Source: an optimization exercise on an open RTL-to-GDS flow (aim: small area, a short achievable clock period and few clock cycles). Production flows keep margins and buffers that such runs may drop. The RTL was checked by simulation tests, not by an equivalence proof against the original design. Power and IR drop assume default switching activity.

[flow/design.v]
package bms_pkg;
  localparam int NOTE_DEPTH = 256;
  localparam int NOTE_AW    = 8;
  localparam int POS_W      = 9;
  localparam int FREQ_W     = 16;
  localparam int NDIV_W     = 7;
  localparam int DM1_W      = 6;
  localparam int ENTRY_W    = FREQ_W + 1 + DM1_W;
  localparam int ELAPSED_W  = 24;
  localparam int REP_W      = 16;
  localparam int TEMPO_W    = 10;
  localparam int MLEN_W     = 9;
  localparam int CFG_W      = 24;
  localparam int WHOLE_W    = 18;
  localparam int LEN_W      = WHOLE_W + 1;
  localparam int ACC_W      = LEN_W + 16;
  localparam int NK         = 3;
  localparam int NNCH       = (WHOLE_W + NK - 1) / NK;
  localparam int NQ_W       = NNCH * NK;
  localparam int WK         = 2;
  localparam int WNCH       = (WHOLE_W + WK - 1) / WK;
  localparam int WQ_W       = WNCH * WK;
  localparam logic [31:0] WHOLE_NUM = 32'd240000;
  localparam logic [1:0] MODE_IDLE   = 2'd0;
  localparam logic [1:0] MODE_GAP    = 2'd1;
  localparam logic [1:0] MODE_BEEP   = 2'd2;
  localparam logic [1:0] MODE_MELODY = 2'd3;
endpackage
import bms_pkg::*;
module bms_notes (
  input  logic               clk,
  input  logic [15:0]        wsel_hi,
  input  logic [15:0]        wsel_lo,
  input  logic [ENTRY_W-1:0] wdata,
  input  logic [15:0]        rsel_hi,
  input  logic [15:0]        rsel_lo,
  output logic [3:0][ENTRY_W-1:0] rdata
);
  logic [ENTRY_W-1:0] mem [NOTE_DEPTH];
  logic [3:0][ENTRY_W-1:0] rd;
  always_ff @(posedge clk) begin
    for (int h = 0; h < 16; h++) begin
      for (int l = 0; l < 16; l++) begin
        if (wsel_hi[h] && wsel_lo[l]) mem[16 * h + l] <= wdata;
      end
    end
  end
  always_comb begin
    logic sel;
    for (int k = 0; k < 4; k++) rd[k] = '0;
    for (int i = 0; i < NOTE_DEPTH; i++) begin
      sel = rsel_hi[i / 16] && rsel_lo[i % 16];
      rd[i / 64] = rd[i / 64] | (mem[i] & {ENTRY_W{sel}});
    end
  end
  always_ff @(posedge clk) begin
    for (int k = 0; k < 4; k++) rdata[k] <= rd[k];
  end
endmodule
import bms_pkg::*;
module bms_div #(
  parameter int RW = 6,    
  parameter int QW = 18,   
  parameter int K  = 3
) (
  input  logic [(2**K)*(RW+K)-1:0] mult,   
  input  logic [RW-1:0]            r_in,
  input  logic [QW-1:0]            q_in,
  output logic [RW-1:0]            r_out,
  output logic [QW-1:0]            q_out,
  output logic [K-1:0]             digit
);
  logic [RW+K-1:0] trial;
  logic [RW+K:0]   diff [2**K];
  logic [2**K-1:0] ge;
  assign trial = {r_in, q_in[QW-1:QW-K]};
  always_comb begin
    for (int k = 0; k < 2**K; k++) begin
      diff[k] = {1'b0, trial} - {1'b0, mult[k*(RW+K) +: RW+K]};
      ge[k]   = !diff[k][RW+K];
    end
    digit = '0;
    r_out = trial[RW-1:0];
    for (int k = 1; k < 2**K; k++) begin
      if (ge[k]) begin
        digit = K'(k);
        r_out = diff[k][RW-1:0];
      end
    end
    q_out = {q_in[QW-K-1:0], digit};
  end
endmodule
import bms_pkg::*;
module bms_mul (
  input  logic [ACC_W-1:0] acc,
  input  logic [NK-1:0]    digit,
  input  logic             dotted,
  input  logic             last,
  output logic [ACC_W-1:0] acc_next
);
  function automatic logic [ACC_W-1:0] term(input logic [NK-1:0] c, input logic d,
                                            input logic l);
    term = ACC_W'(c) * ACC_W'(d ? 32'd88473 : 32'd58982);
    if (d && l && c[0]) term = term - ACC_W'(29491);
  endfunction
  logic [ACC_W-1:0] t;
  always_comb begin
    t = '0;
    for (int i = 0; i < 2**(NK+2); i++) begin
      if ({digit, dotted, last} == (NK+2)'(i)) t = term(NK'(i >> 2), i[1], i[0]);
    end
  end
  assign acc_next = (acc << NK) + t;
endmodule
import bms_pkg::*;
module beep_and_melody_sequencer (
  input  logic             clk,
  input  logic             rst,
  input  logic             s_tvalid,
  output logic             s_tready,
  input  logic [31:0]      s_tdata,    
  input  logic [2:0]       s_tuser,    
  output logic             m_tvalid,
  input  logic             m_tready,
  output logic [47:0]      m_tdata,    
  input  logic             cfg_we,
  input  logic [2:0]       cfg_index,
  input  logic [CFG_W-1:0] cfg_data
);
  localparam logic [2:0] E_IDLE   = 3'd0;
  localparam logic [2:0] E_WAITW1 = 3'd1;
  localparam logic [2:0] E_WAITW  = 3'd2;
  localparam logic [2:0] E_RD1    = 3'd3;
  localparam logic [2:0] E_RD2    = 3'd4;
  localparam logic [2:0] E_DIV    = 3'd5;
  localparam logic [2:0] E_ACC    = 3'd6;
  localparam logic [2:0] E_VALID  = 3'd7;
  localparam int NSK_W  = $clog2(NNCH);
  localparam int NCNT_W = $clog2(NNCH + 1);
  localparam int WSK_W  = $clog2(WNCH);
  localparam int WCNT_W = $clog2(WNCH + 1);
  function automatic int whole_skip(input logic [TEMPO_W-1:0] tm1, input int k, input int qw,
                                    input int nch);
    logic [63:0] t;
    whole_skip = 0;
    t = 64'(tm1) + 64'd1;
    for (int m = 1; m < nch; m++) begin
      if ((t << (qw - k * m)) > 64'(WHOLE_NUM)) whole_skip = m;
    end
  endfunction
  function automatic logic [TEMPO_W-1:0] tempo_m1(input logic [TEMPO_W-1:0] t);
    if (t == '0) tempo_m1 = '0;
    else tempo_m1 = t - TEMPO_W'(1);
  endfunction
  localparam int WMW = TEMPO_W + WK;    
  localparam int NMW = DM1_W + NK;      
  logic [FREQ_W-1:0]    beep_frequency;
  logic [ELAPSED_W-1:0] beep_on_ms;
  logic [ELAPSED_W-1:0] beep_gap_ms;
  logic [REP_W-1:0]     beep_repeats;
  logic                 beep_initial_gap;
  logic [MLEN_W-1:0]    melody_length;
  logic [WHOLE_W-1:0]   whole_new;     
  logic [NSK_W-1:0]     nsk_new;
  logic                 whole_ok;
  logic [TEMPO_W-1:0]   wt;        
  logic [WMW-1:0]       wt3;
  logic [(2**WK)*WMW-1:0] wmult;
  logic [TEMPO_W-1:0]   wr;
  logic [WQ_W-1:0]      wq;
  logic [WCNT_W-1:0]    wcnt;
  logic [TEMPO_W-1:0]   wst_r;
  logic [WQ_W-1:0]      wst_q;
  logic [WK-1:0]        wst_d;
  logic [TEMPO_W-1:0]   cfg_t;
  logic [WSK_W-1:0]     cfg_wsk;
  logic [1:0]           mode;
  logic [ELAPSED_W-1:0] cnt;
  logic [ELAPSED_W:0]   brem;
  logic [REP_W-1:0]     rl;
  logic [POS_W-1:0]     pos;
  logic                 tone;
  logic [FREQ_W-1:0]    tfreq;
  logic [LEN_W-1:0]     tlimit;
  logic [WHOLE_W-1:0]   whole_mel;
  logic [NSK_W-1:0]     nsk_mel;
  logic                 hit;
  logic                 rl_is1;
  logic                 m_end;
  logic [2:0]           est;
  logic                 nn_valid;
  logic [NOTE_AW-1:0]   ea;
  logic [15:0]          rsel_hi, rsel_lo;    
  logic                 ra_ahead;
  logic [NOTE_AW-1:0]   ea_p1;
  logic                 land_ea, land_ea1;
  logic [ENTRY_W-1:0]   ent;
  logic [3:0][ENTRY_W-1:0] rd_q;
  logic [ENTRY_W-1:0]   rd_ent;
  logic [DM1_W:0]       rd_d;
  logic [NMW-1:0]       nd1, nd3, nd5, nd7;
  logic [(2**NK)*NMW-1:0] nmult;
  logic [DM1_W-1:0]     dr;
  logic [NQ_W-1:0]      dq;
  logic [NCNT_W-1:0]    dcnt;
  logic [DM1_W-1:0]     st_r;
  logic [NQ_W-1:0]      st_q;
  logic [NK-1:0]        st_d;
  logic [NK-1:0]        chunk;
  logic                 chunk_last;
  logic [ACC_W-1:0]     acc, acc_next;
  logic [LEN_W-1:0]     nn_wait;
  logic [LEN_W-1:0]     nn_limit;
  logic [FREQ_W-1:0]    nn_freq;
  logic                 s_rdy;
  logic                 ns_pend;
  logic                 pend_s;
  logic                 accept, complete, emit, o_free;
  logic [ELAPSED_W-1:0] inc, dec;
  logic [ELAPSED_W:0]   brem_dec;
  logic [MLEN_W-1:0]    eff_len, cfg_eff_len;
  logic [POS_W-1:0]     pos_inc;
  logic [1:0]           nx_mode;
  logic [ELAPSED_W-1:0] nx_cnt;
  logic [ELAPSED_W:0]   nx_brem;
  logic [REP_W-1:0]     nx_rl;
  logic [POS_W-1:0]     nx_pos;
  logic                 nx_tone;
  logic [FREQ_W-1:0]    nx_tfreq;
  logic [LEN_W-1:0]     nx_tlimit;
  logic                 nx_hit, nx_rl_is1, nx_m_end;
  logic                 pend_set, consume, mel_start;
  logic [ENTRY_W-1:0]   wdata;
  logic [NDIV_W-1:0]    wdiv, wmag, weff;
  logic                 we, wr_hit;
  logic [15:0]          wq_hi, wq_lo;    
  logic                 wq_v;
  logic [NOTE_AW-1:0]   wq_a;
  logic [ENTRY_W-1:0]   wq_d;
  assign s_tready = s_rdy;
  assign accept   = s_tvalid && s_rdy;
  assign complete = ns_pend && nn_valid;
  assign o_free   = !m_tvalid || m_tready;
  assign inc      = (cnt == '1) ? cnt : cnt + ELAPSED_W'(1);
  assign dec      = cnt - ELAPSED_W'(1);
  assign brem_dec = brem - (ELAPSED_W+1)'(1);
  assign pos_inc  = pos + POS_W'(1);
  assign eff_len  = (melody_length > MLEN_W'(NOTE_DEPTH)) ? MLEN_W'(NOTE_DEPTH) : melody_length;
  assign cfg_eff_len = (cfg_data[MLEN_W-1:0] > MLEN_W'(NOTE_DEPTH)) ? MLEN_W'(NOTE_DEPTH)
                                                                    : cfg_data[MLEN_W-1:0];
  assign nn_freq  = ent[ENTRY_W-1:DM1_W+1];
  assign nn_limit = acc[ACC_W-1:16];
  assign wdiv   = s_tdata[30:24];
  assign wmag   = wdiv[NDIV_W-1] ? NDIV_W'(-wdiv) : wdiv;
  assign weff   = (wdiv == '0) ? NDIV_W'(4) : wmag;
  assign wdata  = {s_tdata[23:8], wdiv[NDIV_W-1], DM1_W'(weff - NDIV_W'(1))};
  assign we     = accept && s_tuser == 3'd4;
  assign ea_p1    = ea + NOTE_AW'(1);
  assign land_ea  = wq_v && wq_a == ea;
  assign land_ea1 = wq_v && wq_a == ea_p1;
  assign wr_hit   = ((we && s_tdata[7:0] == ea) || land_ea)
                    && est != E_IDLE && est != E_WAITW1 && est != E_WAITW;
  always_ff @(posedge clk) begin
    for (int i = 0; i < 16; i++) begin
      wq_hi[i] <= s_tdata[7:4] == 4'(i);
      wq_lo[i] <= we && !rst && s_tdata[3:0] == 4'(i);
    end
    wq_v <= we && !rst;
    wq_a <= s_tdata[7:0];
    wq_d <= wdata;
  end
  bms_notes u_notes (
    .clk      (clk),
    .wsel_hi  (wq_hi),
    .wsel_lo  (wq_lo),
    .wdata    (wq_d),
    .rsel_hi  (rsel_hi),
    .rsel_lo  (rsel_lo),
    .rdata    (rd_q)
  );
  assign rd_ent = rd_q[0] | rd_q[1] | rd_q[2] | rd_q[3];
  assign rd_d   = (DM1_W+1)'(rd_ent[DM1_W-1:0]) + (DM1_W+1)'(1);
  assign nmult = {nd7, NMW'({nd3, 1'b0}), nd5, NMW'({nd1, 2'b0}), nd3, NMW'({nd1, 1'b0}),
                  nd1, NMW'(0)};
  assign wmult = {wt3, WMW'({wt, 1'b0}), WMW'(wt), WMW'(0)};
  bms_div #(.RW(DM1_W), .QW(NQ_W), .K(NK)) u_ndiv (
    .mult  (nmult),
    .r_in  (dr),
    .q_in  (dq),
    .r_out (st_r),
    .q_out (st_q),
    .digit (st_d)
  );
  bms_div #(.RW(TEMPO_W), .QW(WQ_W), .K(WK)) u_wdiv (
    .mult  (wmult),
    .r_in  (wr),
    .q_in  (wq),
    .r_out (wst_r),
    .q_out (wst_q),
    .digit (wst_d)
  );
  bms_mul u_mul (
    .acc      (acc),
    .digit    (chunk),
    .dotted   (ent[DM1_W]),
    .last     (chunk_last),
    .acc_next (acc_next)
  );
  always_comb begin
    nx_mode   = mode;
    nx_cnt    = cnt;
    nx_brem   = brem;
    nx_rl     = rl;
    nx_pos    = pos;
    nx_tone   = tone;
    nx_tfreq  = tfreq;
    nx_tlimit = tlimit;
    nx_hit    = hit;
    nx_rl_is1 = rl_is1;
    nx_m_end  = m_end;
    pend_set  = 1'b0;
    consume   = 1'b0;
    mel_start = 1'b0;
    if (complete) begin
      nx_tone   = 1'b1;
      nx_tfreq  = nn_freq;
      nx_tlimit = nn_limit;
      nx_cnt    = ELAPSED_W'(nn_wait);
      nx_hit    = 1'b0;
      consume   = 1'b1;
    end else if (accept) begin
      case (s_tuser)
        3'd0: begin
          case (mode)
            MODE_GAP: begin
              if (hit) begin
                nx_mode   = MODE_BEEP;
                nx_cnt    = '0;
                nx_brem   = {1'b0, beep_on_ms};
                nx_tone   = 1'b1;
                nx_tfreq  = beep_frequency;
                nx_tlimit = '0;
                nx_hit    = beep_on_ms <= ELAPSED_W'(1);
              end else begin
                nx_cnt  = inc;
                nx_brem = brem_dec;
                nx_hit  = brem == (ELAPSED_W+1)'(2);
              end
            end
            MODE_BEEP: begin
              if (hit) begin
                nx_tone   = 1'b0;
                nx_tfreq  = '0;
                nx_tlimit = '0;
                nx_rl     = rl - REP_W'(1);
                nx_rl_is1 = rl == REP_W'(2);
                if (!rl_is1) begin
                  nx_mode = MODE_GAP;
                  nx_cnt  = '0;
                  nx_brem = {1'b0, beep_gap_ms};
                  nx_hit  = beep_gap_ms <= ELAPSED_W'(1);
                end else begin
                  nx_mode = MODE_IDLE;
                  nx_hit  = 1'b0;
                end
              end else begin
                nx_cnt  = inc;
                nx_brem = brem_dec;
                nx_hit  = brem == (ELAPSED_W+1)'(2);
              end
            end
            MODE_MELODY: begin
              if (hit) begin
                nx_tone   = 1'b0;
                nx_tfreq  = '0;
                nx_tlimit = '0;
                nx_pos    = pos_inc;
                nx_hit    = 1'b0;
                nx_m_end  = POS_W'(pos_inc + POS_W'(1)) >= eff_len;
                if (m_end) begin
                  nx_mode = MODE_IDLE;
                  nx_pos  = '0;
                end else if (nn_valid) begin
                  nx_tone   = 1'b1;
                  nx_tfreq  = nn_freq;
                  nx_tlimit = nn_limit;
                  nx_cnt    = ELAPSED_W'(nn_wait);
                  consume   = 1'b1;
                end else begin
                  pend_set = 1'b1;
                end
              end else begin
                nx_cnt = dec;
                nx_hit = cnt == ELAPSED_W'(2);
              end
            end
            default: ;
          endcase
        end
        3'd1: begin
          nx_rl     = (beep_repeats == '0) ? REP_W'(1) : beep_repeats;
          nx_rl_is1 = beep_repeats <= REP_W'(1);
          nx_cnt    = '0;
          nx_tlimit = '0;
          nx_pos    = '0;
          if (beep_initial_gap) begin
            nx_mode  = MODE_GAP;
            nx_tone  = 1'b0;
            nx_tfreq = '0;
            nx_brem  = {1'b0, beep_gap_ms};
            nx_hit   = beep_gap_ms <= ELAPSED_W'(1);
          end else begin
            nx_mode  = MODE_BEEP;
            nx_tone  = 1'b1;
            nx_tfreq = beep_frequency;
            nx_brem  = {1'b0, beep_on_ms};
            nx_hit   = beep_on_ms <= ELAPSED_W'(1);
          end
        end
        3'd2: begin
          nx_tone   = 1'b0;
          nx_tfreq  = '0;
          nx_tlimit = '0;
          nx_pos    = '0;
          nx_hit    = 1'b0;
          nx_m_end  = melody_length <= MLEN_W'(1);
          if (melody_length == '0) begin
            nx_mode = MODE_IDLE;
          end else begin
            nx_mode   = MODE_MELODY;
            pend_set  = 1'b1;
            mel_start = 1'b1;
          end
        end
        3'd3: begin
          nx_tone   = 1'b0;
          nx_tfreq  = '0;
          nx_tlimit = '0;
          nx_mode   = MODE_IDLE;
          nx_pos    = '0;
          nx_hit    = 1'b0;
        end
        default: ;
      endcase
    end else if (cfg_we) begin
      if ((cfg_index == 3'd1 && mode == MODE_BEEP) || (cfg_index == 3'd2 && mode == MODE_GAP)) begin
        nx_hit  = inc >= cfg_data;
        nx_brem = {1'b0, cfg_data} - {1'b0, cnt};
      end
      if (cfg_index == 3'd6) nx_m_end = pos_inc >= cfg_eff_len;
    end
  end
  assign emit = complete || (accept && !pend_set);
  always_ff @(posedge clk) begin
    if (rst) begin
      beep_frequency   <= '0;
      beep_on_ms       <= '0;
      beep_gap_ms      <= '0;
      beep_repeats     <= REP_W'(1);
      beep_initial_gap <= 1'b0;
      melody_length    <= '0;
    end else if (cfg_we) begin
      case (cfg_index)
        3'd0: beep_frequency   <= cfg_data[FREQ_W-1:0];
        3'd1: beep_on_ms       <= cfg_data[ELAPSED_W-1:0];
        3'd2: beep_gap_ms      <= cfg_data[ELAPSED_W-1:0];
        3'd3: beep_repeats     <= cfg_data[REP_W-1:0];
        3'd4: beep_initial_gap <= cfg_data[0];
        3'd6: melody_length    <= cfg_data[MLEN_W-1:0];
        default: ;
      endcase
    end
  end
  always_ff @(posedge clk) begin
    if (rst) begin
      mode   <= MODE_IDLE;
      pos    <= '0;
      tone   <= 1'b0;
      tfreq  <= '0;
      tlimit <= '0;
      hit    <= 1'b0;
    end else begin
      mode   <= nx_mode;
      pos    <= nx_pos;
      tone   <= nx_tone;
      tfreq  <= nx_tfreq;
      tlimit <= nx_tlimit;
      hit    <= nx_hit;
    end
    cnt    <= nx_cnt;
    brem   <= nx_brem;
    rl     <= nx_rl;
    rl_is1 <= nx_rl_is1;
    m_end  <= nx_m_end;
  end
  assign cfg_t   = (cfg_data[TEMPO_W-1:0] == '0) ? TEMPO_W'(1) : cfg_data[TEMPO_W-1:0];
  assign whole_new = WHOLE_W'(wq);
  assign cfg_wsk = (cfg_data[TEMPO_W-1:0] >= TEMPO_W'(938)) ? WSK_W'(5)
                 : (cfg_data[TEMPO_W-1:0] >= TEMPO_W'(235)) ? WSK_W'(4) : WSK_W'(0);
  always_ff @(posedge clk) begin
    if (rst) begin
      whole_ok  <= 1'b1;
      wq        <= WQ_W'(WHOLE_NUM / 120);
      nsk_new   <= NSK_W'(whole_skip(TEMPO_W'(119), NK, NQ_W, NNCH));
      wcnt      <= '0;
    end else if (cfg_we && cfg_index == 3'd5) begin
      whole_ok <= 1'b0;
      nsk_new  <= NSK_W'(whole_skip(tempo_m1(cfg_data[TEMPO_W-1:0]), NK, NQ_W, NNCH));
      wt       <= cfg_t;
      wt3      <= WMW'(cfg_t) + WMW'({cfg_t, 1'b0});
      for (int m = 0; m < WNCH; m++) begin
        if (m == 0 || m == 4 || m == 5) begin
          if (cfg_wsk == WSK_W'(m)) begin
            wr   <= TEMPO_W'(WHOLE_NUM >> (WQ_W - WK * m));
            wq   <= WQ_W'(WHOLE_NUM << (WK * m));
            wcnt <= WCNT_W'(WNCH - m);
          end
        end
      end
    end else if (wcnt != '0) begin
      wr   <= wst_r;
      wq   <= wst_q;
      wcnt <= wcnt - WCNT_W'(1);
      if (wcnt == WCNT_W'(1)) whole_ok <= 1'b1;
    end
  end
  always_ff @(posedge clk) begin
    if (rst) begin
      est      <= E_IDLE;
      nn_valid <= 1'b0;
    end else if (mel_start) begin
      est      <= E_WAITW1;
      nn_valid <= 1'b0;
      ea       <= '0;
      rsel_lo  <= 16'd1;
      rsel_hi  <= 16'd1;
      ra_ahead <= 1'b0;
    end else if (consume) begin
      est      <= (ra_ahead && !land_ea1) ? E_RD2 : E_RD1;
      nn_valid <= 1'b0;
      ea       <= ea_p1;
      ra_ahead <= 1'b0;
      if (!ra_ahead) begin
        rsel_lo <= {rsel_lo[14:0], rsel_lo[15]};
        if (rsel_lo[15]) rsel_hi <= {rsel_hi[14:0], rsel_hi[15]};
      end
    end else if (wr_hit) begin
      est      <= E_RD1;
      nn_valid <= 1'b0;
      ra_ahead <= 1'b0;
      if (ra_ahead) begin
        rsel_lo <= {rsel_lo[0], rsel_lo[15:1]};
        if (rsel_lo[0]) rsel_hi <= {rsel_hi[0], rsel_hi[15:1]};
      end
    end else begin
      case (est)
        E_WAITW1: est <= E_WAITW;
        E_WAITW: begin
          if (whole_ok) begin
            whole_mel <= whole_new;
            nsk_mel   <= nsk_new;
            ent       <= rd_ent;
            nd1       <= NMW'(rd_d);
            nd3       <= NMW'(rd_d) * NMW'(3);
            nd5       <= NMW'(rd_d) * NMW'(5);
            nd7       <= NMW'(rd_d) * NMW'(7);
            dr        <= '0;
            dq        <= NQ_W'(whole_new) << (NK * int'(nsk_new));
            dcnt      <= NCNT_W'(NNCH - int'(nsk_new));
            chunk     <= '0;
            acc       <= '0;
            est       <= E_DIV;
            ra_ahead  <= 1'b1;
            rsel_lo   <= {rsel_lo[14:0], rsel_lo[15]};
            if (rsel_lo[15]) rsel_hi <= {rsel_hi[14:0], rsel_hi[15]};
          end
        end
        E_RD1: est <= E_RD2;
        E_RD2: begin
          ent   <= rd_ent;
          nd1   <= NMW'(rd_d);
          nd3   <= NMW'(rd_d) * NMW'(3);
          nd5   <= NMW'(rd_d) * NMW'(5);
          nd7   <= NMW'(rd_d) * NMW'(7);
          dr    <= '0;
          dq    <= NQ_W'(whole_mel) << (NK * int'(nsk_mel));
          dcnt  <= NCNT_W'(NNCH - int'(nsk_mel));
          chunk <= '0;
          acc   <= '0;
          est   <= E_DIV;
          ra_ahead <= 1'b1;
          rsel_lo  <= {rsel_lo[14:0], rsel_lo[15]};
          if (rsel_lo[15]) rsel_hi <= {rsel_hi[14:0], rsel_hi[15]};
        end
        E_DIV: begin
          dr         <= st_r;
          dq         <= st_q;
          chunk      <= st_d;
          chunk_last <= dcnt == NCNT_W'(1);
          acc        <= acc_next;
          dcnt       <= dcnt - NCNT_W'(1);
          if (dcnt == NCNT_W'(1)) est <= E_ACC;
        end
        E_ACC: begin
          acc      <= acc_next;
          nn_wait  <= LEN_W'(dq[WHOLE_W-1:0]) + (ent[DM1_W] ? LEN_W'(dq[WHOLE_W-1:1]) : '0);
          est      <= E_VALID;
          nn_valid <= 1'b1;
        end
        default: ;
      endcase
    end
  end
  always_ff @(posedge clk) begin
    if (rst) begin
      ns_pend  <= 1'b0;
      pend_s   <= 1'b0;
      m_tvalid <= 1'b0;
      s_rdy    <= 1'b1;
    end else begin
      if (pend_set) ns_pend <= 1'b1;
      else if (complete) ns_pend <= 1'b0;
      if (emit) begin
        if (o_free) m_tvalid <= 1'b1;
        else pend_s <= 1'b1;
      end else if (pend_s && o_free) begin
        m_tvalid <= 1'b1;
        pend_s   <= 1'b0;
      end else if (o_free) begin
        m_tvalid <= 1'b0;
      end
      s_rdy <= !(pend_set || (ns_pend && !complete)) && !((emit && !o_free) || (pend_s && !o_free));
    end
  end
  always_ff @(posedge clk) begin
    if (emit && o_free) begin
      m_tdata <= {1'b0, nx_pos, nx_mode, nx_tlimit, nx_tfreq, nx_tone};
    end else if (!emit && pend_s && o_free) begin
      m_tdata <= {1'b0, pos, mode, tlimit, tfreq, tone};
    end
  end
endmodule
[flow/flow/run.sh]
#!/bin/bash
# The standard layout, except that the port buffers are sky130_fd_sc_hd__buf_4 cells
# rather than the delay-cell buffers buffer_ports picks by default, clock tree synthesis
# builds no dummy loads, and antenna repair gets more iterations after global and
# detailed routing.
set -euo pipefail
export BUFFER_PORTS_ARGS="-buffer_cell sky130_fd_sc_hd__buf_4"
export CTS_ARGS="-sink_clustering_enable -repair_clock_nets -sink_clustering_size 20 -sink_clustering_max_diameter 60 -dont_use_dummy_load"
export MAX_REPAIR_ANTENNAS_ITER_GRT=10
export MAX_REPAIR_ANTENNAS_ITER_DRT=10
bash standard.sh > standard.log 2>&1
[flow/standard.sh]
#!/bin/bash
# synth_recipe.tcl (not shown) runs the flow's synth.tcl, then flattens the netlist and writes it again
# the make line also repeats each setting of config.mk as NAME=value (left out here)
make -C /OpenROAD-flow-scripts/flow DESIGN_CONFIG=/design/flow/config.mk WORK_HOME=/design/flow/orfs CLKGATE_MAP_FILE= SYNTH_SCRIPT=/design/flow/synth_recipe.tcl "${@:-finish}"
[flow/config.mk]
export PLATFORM = sky130hd
export DESIGN_NAME = beep_and_melody_sequencer
export DESIGN_NICKNAME = beep_and_melody_sequencer
export VERILOG_FILES = /design/flow/design.v
export SDC_FILE = /design/flow/constraint.sdc
export NUM_CORES = 4
export LEC_CHECK = 0
export CAP_MARGIN = 10
export CORE_MARGIN = 2
export CORE_UTILIZATION = 35
export PLACE_DENSITY = 0.5
export SETUP_SLACK_MARGIN = 4.7
export SLEW_MARGIN = 10
export SYNTH_MEMORY_MAX_BITS = 8192
export TNS_END_PERCENT = 100
[flow/constraint.sdc]
create_clock -name core_clock -period 8.0 [get_ports {clk}]
set_input_delay 1.6000 -clock core_clock [delete_from_list [all_inputs] [get_ports {clk}]]
set_output_delay 1.6000 -clock core_clock [all_outputs]
set_load 0.01 [all_outputs]
==> flow_metrics.env, run 1 <==
export IMPL_crit_slowest_cell="or4_4"
export IMPL_nNetsFinal=15800
export IMPL_overflow=0
export IMPL_synth_top_area_cell="edfxtp_1"
export IMPL_setup_viol=0
export IMPL_cts_tree="yes"
export IMPL_drt_pass1_iter_count=8
export IMPL_num_vias=165000
export IMPL_tightest_slew_ns=1.44
export IMPL_core_region_area_um2=712000
export IMPL_antenna_found_initial=115
export IMPL_htreeDepth=5
export IMPL_synthTopCellsByArea="edfxtp_1, a22o_1, a221oi_1, dfxtp_1, clkbuf_1"
export IMPL_synth_commonest_cells="edfxtp_1, a22o_1, a221oi_1"
export IMPL_grt_max_degree=220
export IMPL_drt_iter0_drc=30800
export IMPL_yosys_warnings=8
export IMPL_ant_nets=0
export IMPL_grt_pass1_wl_mm=1440
export IMPL_finalHoldViolCount=0
export IMPL_crit_cells=9
export IMPL_cts_hold_buf=0
export IMPL_reg2regPathDepth=9
export IMPL_hp_class="flip-flop to flip-flop"
export IMPL_io_pins=117
export IMPL_max_vdd_ir_drop_mv=0.204
export IMPL_cts_sink_count=6552
export IMPL_clk_latency_ns=1.12
export IMPL_place_congestion=0.861
export IMPL_period_share_pct=45.3
export IMPL_die_w_um=849
export IMPL_cp_top_family="simple AND/OR/NAND/NOR gates"
export IMPL_n_fill_cell=64600
export IMPL_p_sw_mw=16.2
export IMPL_p_int_mw=50.0
export IMPL_grt_setup_unrepaired="true"
export IMPL_viasPerCell=6.57
export IMPL_min_path_cells=2
export IMPL_fmax_mhz=276
export IMPL_die_h_um=849
export IMPL_synthCells=14800
export IMPL_status="no timing/DRC/antenna violations"
export IMPL_path_max_fanout=16
export IMPL_critPathKind="flip-flop to flip-flop"
export IMPL_skew_ns=0.207
export IMPL_seq_area_frac_synth_pct=77.4
export IMPL_cts_root_buf="clkbuf_16"
export IMPL_setup_tns_ns=0
export IMPL_crit_top_cell="buf_6"
export IMPL_worstPathArrival_ns=4.56
export IMPL_synth_async_reset_ratio_pct=0
export IMPL_syn2layout_area_growth_pct=14.3
export IMPL_clk_pin_slew_ns=0.08
export IMPL_yosysMostFrequentCell="edfxtp_1"
export IMPL_synth_nets=15100
export IMPL_synth_seq_cells=6552
export IMPL_yosysTopAreaCellShare_pct=74.7
export IMPL_synth_cell_area_um2=250000
export IMPL_maxCapViolCount=0
export IMPL_synth_ff_type="edfxtp_1"
export IMPL_leakagePower_nw=90.9
export IMPL_drive_above_1_share_pct=16.9
export IMPL_drt_total_wl_mm=1120
export IMPL_synth_edf_count=6220
export IMPL_initial_core_util_pct=35.1
export IMPL_drc_errors=0
export IMPL_swShare_pct=24.5
export IMPL_powerDensity_nw_per_um2=232
export IMPL_p_comb_share_pct=9.7
export IMPL_cts_buffer_depth=4
export IMPL_wl_per_cell_um=44.5
export IMPL_cp_start_kind="flip-flop"
export IMPL_critPathRequiredTime_ns=8.93
export IMPL_slew_violations=0
export IMPL_endpoint_kind="flip-flop"
export IMPL_cp_cell_sequence="buf_4 -> buf_6 -> buf_6 -> and2_4 -> buf_12 -> a22o_1 -> a221oi_2 -> nand4_1 -> or4_4"
export IMPL_dieArea_um2=721000
export IMPL_seqPwrFrac_pct=57.9
export IMPL_track_usage_pct=29.5
export IMPL_io_buffers=114
export IMPL_dpl_hpwl_mm=598
export IMPL_grt_pass1_vias=148000
export IMPL_period_minus_slack_ns=3.63
export IMPL_maxSlewHeadroom_pct=3.83
export IMPL_synth_area_per_cell_um2=16.9
export IMPL_path_buf_inv=4
export IMPL_utilization_pct=40.1
export IMPL_slowest_delay_ns=0.98
export IMPL_cts_buffers=456
export IMPL_yosys_cell_types_count=89
export IMPL_row_count=310
export IMPL_clockPowerShare_pct=32.4
## worst reg2reg max path, cell delays in order, from the launching register on
cell and delay (ns):
edfxtp_1 0.40, buf_4 0.15, buf_6 0.12, buf_6 0.12, and2_4 0.18, buf_12 0.19, a22o_1 0.22, a221oi_2 0.22
nand4_1 0.85, or4_4 1.00
## power groups by stage
stage / Combinational (mW) / Sequential [mW] / Clock (mW)
final: 6.43 / 38.4 / 21.4
after global routing: 6.61 / 38.4 / 22.5
after CTS: 6.06 / 38.4 / 21.4
after detailed placement: 5.62 / 39.2 / 0
after global placement: 5.58 / 39.2 / 0
after floorplan: 2.83 / 39.3 / 0
## final timing paths
check                        to  slack [ns]               start
max reg2reg    u_notes.rdata[1]        4.37          rsel_lo[3]
min reg2reg  beep_frequency[10]        0.46  beep_frequency[10]
min          beep_frequency[10]        0.46  beep_frequency[10]
max            u_notes.rdata[1]        4.37          rsel_lo[3]
## cell families after synthesis
kind of cell / after synthesis / synth area share, %
AO/OA/AOI/OAI: 4015 / 13.1
XOR/XNOR: 227 / 0.795
adder cells (fa/ha/maj): 274 / 1.43
buffers and inverters: 1215 / 1.83
flip-flops: 6552 / 77.4
multiplexers: 89 / 0.389
other: 1 / 0.00150
AND/OR/NAND/NOR: 2394 / 5.14
## state kept, by name (all words and copies together) (netlist names), 23 cells and up
register / count
acc: 35
beep_gap_ms: 24
beep_on_ms: 24
brem: 25
cnt: 24
m_tdata: 47
u_notes.mem: 5888
u_notes.rdata: 92
wq_d: 23
## cell type report
class	instances	area, um2	share of cell area [%]
well taps	9516	11900	4.17
multi-input cells	7003	55500	19.4
flip-flops and latches	6552	194000	67.7
clock buffers	456	11400	3.99
inverters	198	823	0.288
repair buffers	1230	12300	4.30
diodes	123	308	0.108
## routing by layer
layer | global-route usage (%) | share of wire, % | routed length [um] | up-vias
li1 | - | - | - | 61900
met1 | 39.9 | 37 | 418000 | 87300
met4 | 14.9 | 6.2 | 68900 | 52
met2 | 44.3 | 43 | 485000 | 13000
met5 | 0 | 0.037 | 413 | -
met3 | 7.52 | 13 | 143000 | 2559
## cell usage in the layout, fill, tap and decap left out, types with 38 or more instances in the layout
master,n
buf_12,120
a22oi_1,55
o21ai_0,185
nor4_1,38
edfxtp_1,6220
o21a_1,46
a21oi_1,298
clkbuf_16,464
xor2_1,61
a221oi_2,109
nand4_1,396
nor2b_1,39
ha_1,223
or4_1,40
a22o_1,1503
mux2i_1,69
a21o_1,63
inv_1,173
dfxtp_1,302
nand2b_1,57
nor3_1,93
or4_4,83
nor2_1,357
buf_6,156
nand3_1,68
xnor2_1,153
and2_1,166
or3_1,41
diode_2,123
and2_2,270
and2_4,114
nand2_1,473
a211oi_1,58
buf_4,883
a221oi_1,1369
## metrics by stage
stage / setup slack [ns] / instances / power [mW] / hold slack, ns / cell area [um2]
floorplan: 3.78 / 14800 / 42.1 / 0.436 / 251000
global placement: 2.65 / 24000 / 44.8 / 0.449 / 265000
detailed placement: 2.65 / 24000 / 44.8 / 0.449 / 265000
CTS: 4.46 / 24800 / 65.9 / 0.458 / 283000
global route: 4.46 / 25000 / 67.5 / 0.484 / 286000
finish: 4.37 / 25100 / 66.2 / 0.457 / 286000
## repair_timing
item	in CTS	in global routing
gates resized for setup	766	292
buffers inserted	299	146
setup endpoints to repair	470	288
gates cloned	8	8
pin swaps	196	201
Testbench counts, summed over its fixed seeds: cycles 12,519.
==> run 2: changes to the inputs <==
==> flow/flow/run.sh (replaced) <==
#!/bin/bash
# The standard layout, except that the port buffers are sky130_fd_sc_hd__buf_4 cells
# rather than the delay-cell buffers buffer_ports picks by default, and antenna repair
# gets more iterations after global and detailed routing.
set -euo pipefail
export BUFFER_PORTS_ARGS="-buffer_cell sky130_fd_sc_hd__buf_4"
export MAX_REPAIR_ANTENNAS_ITER_GRT=10
export MAX_REPAIR_ANTENNAS_ITER_DRT=10
bash standard.sh > standard.log 2>&1
--- a/flow/config.mk
+++ b/flow/config.mk
@@ -6,10 +6,12 @@
 export NUM_CORES = 4
 export LEC_CHECK = 0
-export CAP_MARGIN = 10
+export CAP_MARGIN = 20
 export CORE_MARGIN = 2
 export CORE_UTILIZATION = 35
+export CTS_CLUSTER_DIAMETER = 60
+export CTS_CLUSTER_SIZE = 20
 export PLACE_DENSITY = 0.5
 export SETUP_SLACK_MARGIN = 4.7
-export SLEW_MARGIN = 10
+export SLEW_MARGIN = 20
 export SYNTH_MEMORY_MAX_BITS = 8192
 export TNS_END_PERCENT = 100
==> flow_metrics.env, run 2 <==
export IMPL_status="no timing/DRC/antenna violations"
export IMPL_yosysTopAreaCellShare_pct=74.7
export IMPL_yosys_warnings=8
export IMPL_clk_pin_slew_ns=0.08
export IMPL_fin_area_um2=291000
export IMPL_setup_tns_ns=0
export IMPL_powerDensity_nw_per_um2=241
export IMPL_dpl_cell_area_um2=266000
export IMPL_synth_cell_area_um2=250000
export IMPL_maxCapViolCount=0
export IMPL_critPathRequiredTime_ns=8.96
export IMPL_cts_sink_count=6552
export IMPL_seqPwrFrac_pct=54.8
export IMPL_ant_nets=0
export IMPL_synthCells=14800
export IMPL_overflow=0
export IMPL_maxSlewHeadroom_pct=13.1
export IMPL_cts_tree="yes"
export IMPL_synth_ff_type="edfxtp_1"
export IMPL_finalWorstSetupSlack_ns=4.42
export IMPL_drt_iter0_drc=32100
export IMPL_reg_top3="u_notes.mem (5888), u_notes.rdata (92), m_tdata (47)"
export IMPL_slew_violations=0
export IMPL_endpoint_kind="flip-flop"
export IMPL_yosysMostFrequentCell="edfxtp_1"
export IMPL_p_sw_mw=17.9
export IMPL_cts_root_buf="clkbuf_16"
export IMPL_drt_total_wl_mm=1120
export IMPL_die_w_um=849
export IMPL_synth_commonest_cells="edfxtp_1, a22o_1, a221oi_1"
export IMPL_clk_latency_ns=1.14
export IMPL_worstPathArrival_ns=4.55
export IMPL_multi_input_area_um2=55700
export IMPL_swShare_pct=25.7
export IMPL_synth_nets=15100
export IMPL_cp_start_kind="flip-flop"
export IMPL_clockPowerShare_pct=35.8
export IMPL_layout_commonest_cell="edfxtp_1"
export IMPL_leakagePower_nw=93.0
export IMPL_fmax_mhz=279
export IMPL_synth_top_area_cell="edfxtp_1"
export IMPL_viasPerCell=6.51
export IMPL_setup_viol=0
export IMPL_core_region_area_um2=712000
export IMPL_io_pins=117
export IMPL_io_buffers=114
export IMPL_dp_cells=24000
export IMPL_synth_seq_cells=6552
export IMPL_p_comb_share_pct=9.3
export IMPL_initial_core_util_pct=35.1
export IMPL_antenna_found_initial=117
export IMPL_place_congestion=0.861
export IMPL_tightest_slew_ns=1.30
export IMPL_track_usage_pct=29.5
export IMPL_synth_area_per_cell_um2=16.9
export IMPL_synth_async_reset_ratio_pct=0
export IMPL_dpl_hpwl_mm=598
export IMPL_period_share_pct=44.8
export IMPL_path_max_fanout=11
export IMPL_num_vias=165000
export IMPL_n_fill_cell=64300
export IMPL_nNetsFinal=15800
export IMPL_largest_reg_flops=5888
export IMPL_drt_pass1_iter_count=8
export IMPL_skew_ns=0.157
export IMPL_grt_pass1_vias=148000
export IMPL_drc_errors=0
export IMPL_seq_area_frac_synth_pct=77.4
export IMPL_grt_max_degree=220
export IMPL_max_vdd_ir_drop_mv=0.244
export IMPL_cts_buffers=455
export IMPL_period_minus_slack_ns=3.58
export IMPL_pre_cts_ws_ns=2.68
export IMPL_htreeDepth=5
export IMPL_p_int_mw=52.0
export IMPL_wl_per_cell_um=44.1
export IMPL_hp_class="flip-flop to flip-flop"
export IMPL_finalHoldViolCount=0
export IMPL_yosys_cell_types_count=89
export IMPL_largest_register="u_notes.mem"
export IMPL_drive_above_1_share_pct=18.6
export IMPL_row_count=310
export IMPL_die_h_um=849
export IMPL_seqCellArea_um2=194000
export IMPL_syn2layout_area_growth_pct=16.2
export IMPL_critPathKind="flip-flop to flip-flop"
export IMPL_cts_hold_buf=0
export IMPL_synth_edf_count=6220
export IMPL_dieArea_um2=721000
export IMPL_final_cell_mix="edfxtp_1, a22o_1, a221oi_1, buf_4, clkbuf_16"
export IMPL_cts_buffer_depth=4
export IMPL_grt_pass1_wl_mm=1440
export IMPL_utilization_pct=40.8
export IMPL_synthTopCellsByArea="edfxtp_1, a22o_1, a221oi_1, dfxtp_1, clkbuf_1"
export IMPL_stdcell_count=25400
export IMPL_grt_setup_unrepaired="true"
## run 2: final timing paths
check / from / end / slack [ns] / cells past startpoint
worst max-delay path: rsel_lo[3] / u_notes.rdata[79] / 4.42 / 8
worst min-delay path: beep_frequency[13] / beep_frequency[13] / 0.46 / 2
worst max register to register: rsel_lo[3] / u_notes.rdata[79] / 4.42 / 8
worst min register to register: beep_frequency[13] / beep_frequency[13] / 0.46 / 2
## run 2: through the flow
step	total power, mW	hold WS [ns]
floorplan	42.1	0.436
global placement	44.8	0.449
detailed placement	44.8	0.452
CTS	69.4	0.462
global route	71.3	0.483
finish	69.9	0.461
## run 2: cell type report
cell class | instances | share of cell area (%)
Sequential cell | 6552 | 66.6
Multi-Input combinational cell | 7003 | 19.2
Timing Repair Buffer | 1268 | 4.48
Tap cell | 9516 | 4.10
Clock buffer | 508 | 4.04
Clock inverter | 282 | 1.20
Inverter | 198 | 0.286
Antenna cell | 108 | 0.0930
## run 2: worst max-delay path, stage by stage, from the launching register on
cell	delay (ns)
edfxtp_1	0.52
buf_4	0.20
buf_6	0.14
and2_4	0.20
buf_6	0.20
a22o_1	0.26
a221oi_2	0.17
nand4_1	0.72
or4_4	0.94
## run 2: what timing repair did
item                                    4_1_cts  5_1_grt
gates cloned                                  9       16
buffers inserted                            257      210
pin swaps                                   181      204
endpoints found under the hold margin         0        0
endpoints found under the setup margin      455      291
gates resized for setup                     711      451
## run 2: logic make-up after synthesis
logic type	Yosys count	synth area share [%]
DFF	6552	77.4
AOI/OAI and AO/OA	4015	13.1
and+or+nand+nor	2394	5.14
buffers and inverters	1215	1.83
adders and majority gates	274	1.43
xor gates and xnor gates	227	0.795
muxes	89	0.389
other	1	0.00150
## run 2: power groups by stage
| stage | logic, mW | clock network (mW) | registers [mW] |
|---|---|---|---|
| floorplan | 2.83 | 0 | 39.3 |
| global placement | 5.58 | 0 | 39.2 |
| detailed placement | 5.62 | 0 | 39.2 |
| CTS | 6.01 | 25.1 | 38.3 |
| global route | 6.69 | 26.3 | 38.4 |
| finish | 6.52 | 25.1 | 38.3 |
## run 2: routing by layer
layer | up-vias | part of all wire [%] | GRT usage [%] | wire (um)
met5 | - | 0.033 | 0 | 367
met4 | 32 | 6.5 | 15.2 | 72900
met3 | 2560 | 13 | 7.44 | 144000
met2 | 12800 | 43 | 44.3 | 484000
met1 | 87700 | 37 | 39.9 | 419000
li1 | 62400 | - | - | -

afterwards: timing with drivers on the ports:
In the flow no input, the clock included, has a driving cell. The finished layouts below were timed again as built, in two steps.
Step 1 sets driving cells, clkbuf_16 on the clock port and buf_2 on the other inputs (assumed; they add their load-dependent delay and slew).
Step 2 moves the port delays by t, midway between the first and last clock arrival at a register: inputs arrive t later, outputs are due t later. That takes back most of the time a late clock gives input paths.
Slacks: no drivers / after step 1 / after step 2; pairs: no drivers / after step 1.
| run | t (ns) | slack for setup (ns) | clock arrival spread, ns | pins driven straight from the clock port |
|---|---|---|---|---|
| run 1 | 1.170 | 4.375 / 4.375 / 3.570 | 0.238 / 0.238 | 1 |
| run 2 | 1.213 | 4.418 / 4.418 / 3.460 | 0.170 / 0.170 | 1 |
After both steps setup and hold are still met in every run listed. For run 2, which loses most, drivers alone change the setup slack by 0.000 ns; drivers and shift together by -0.958 ns.
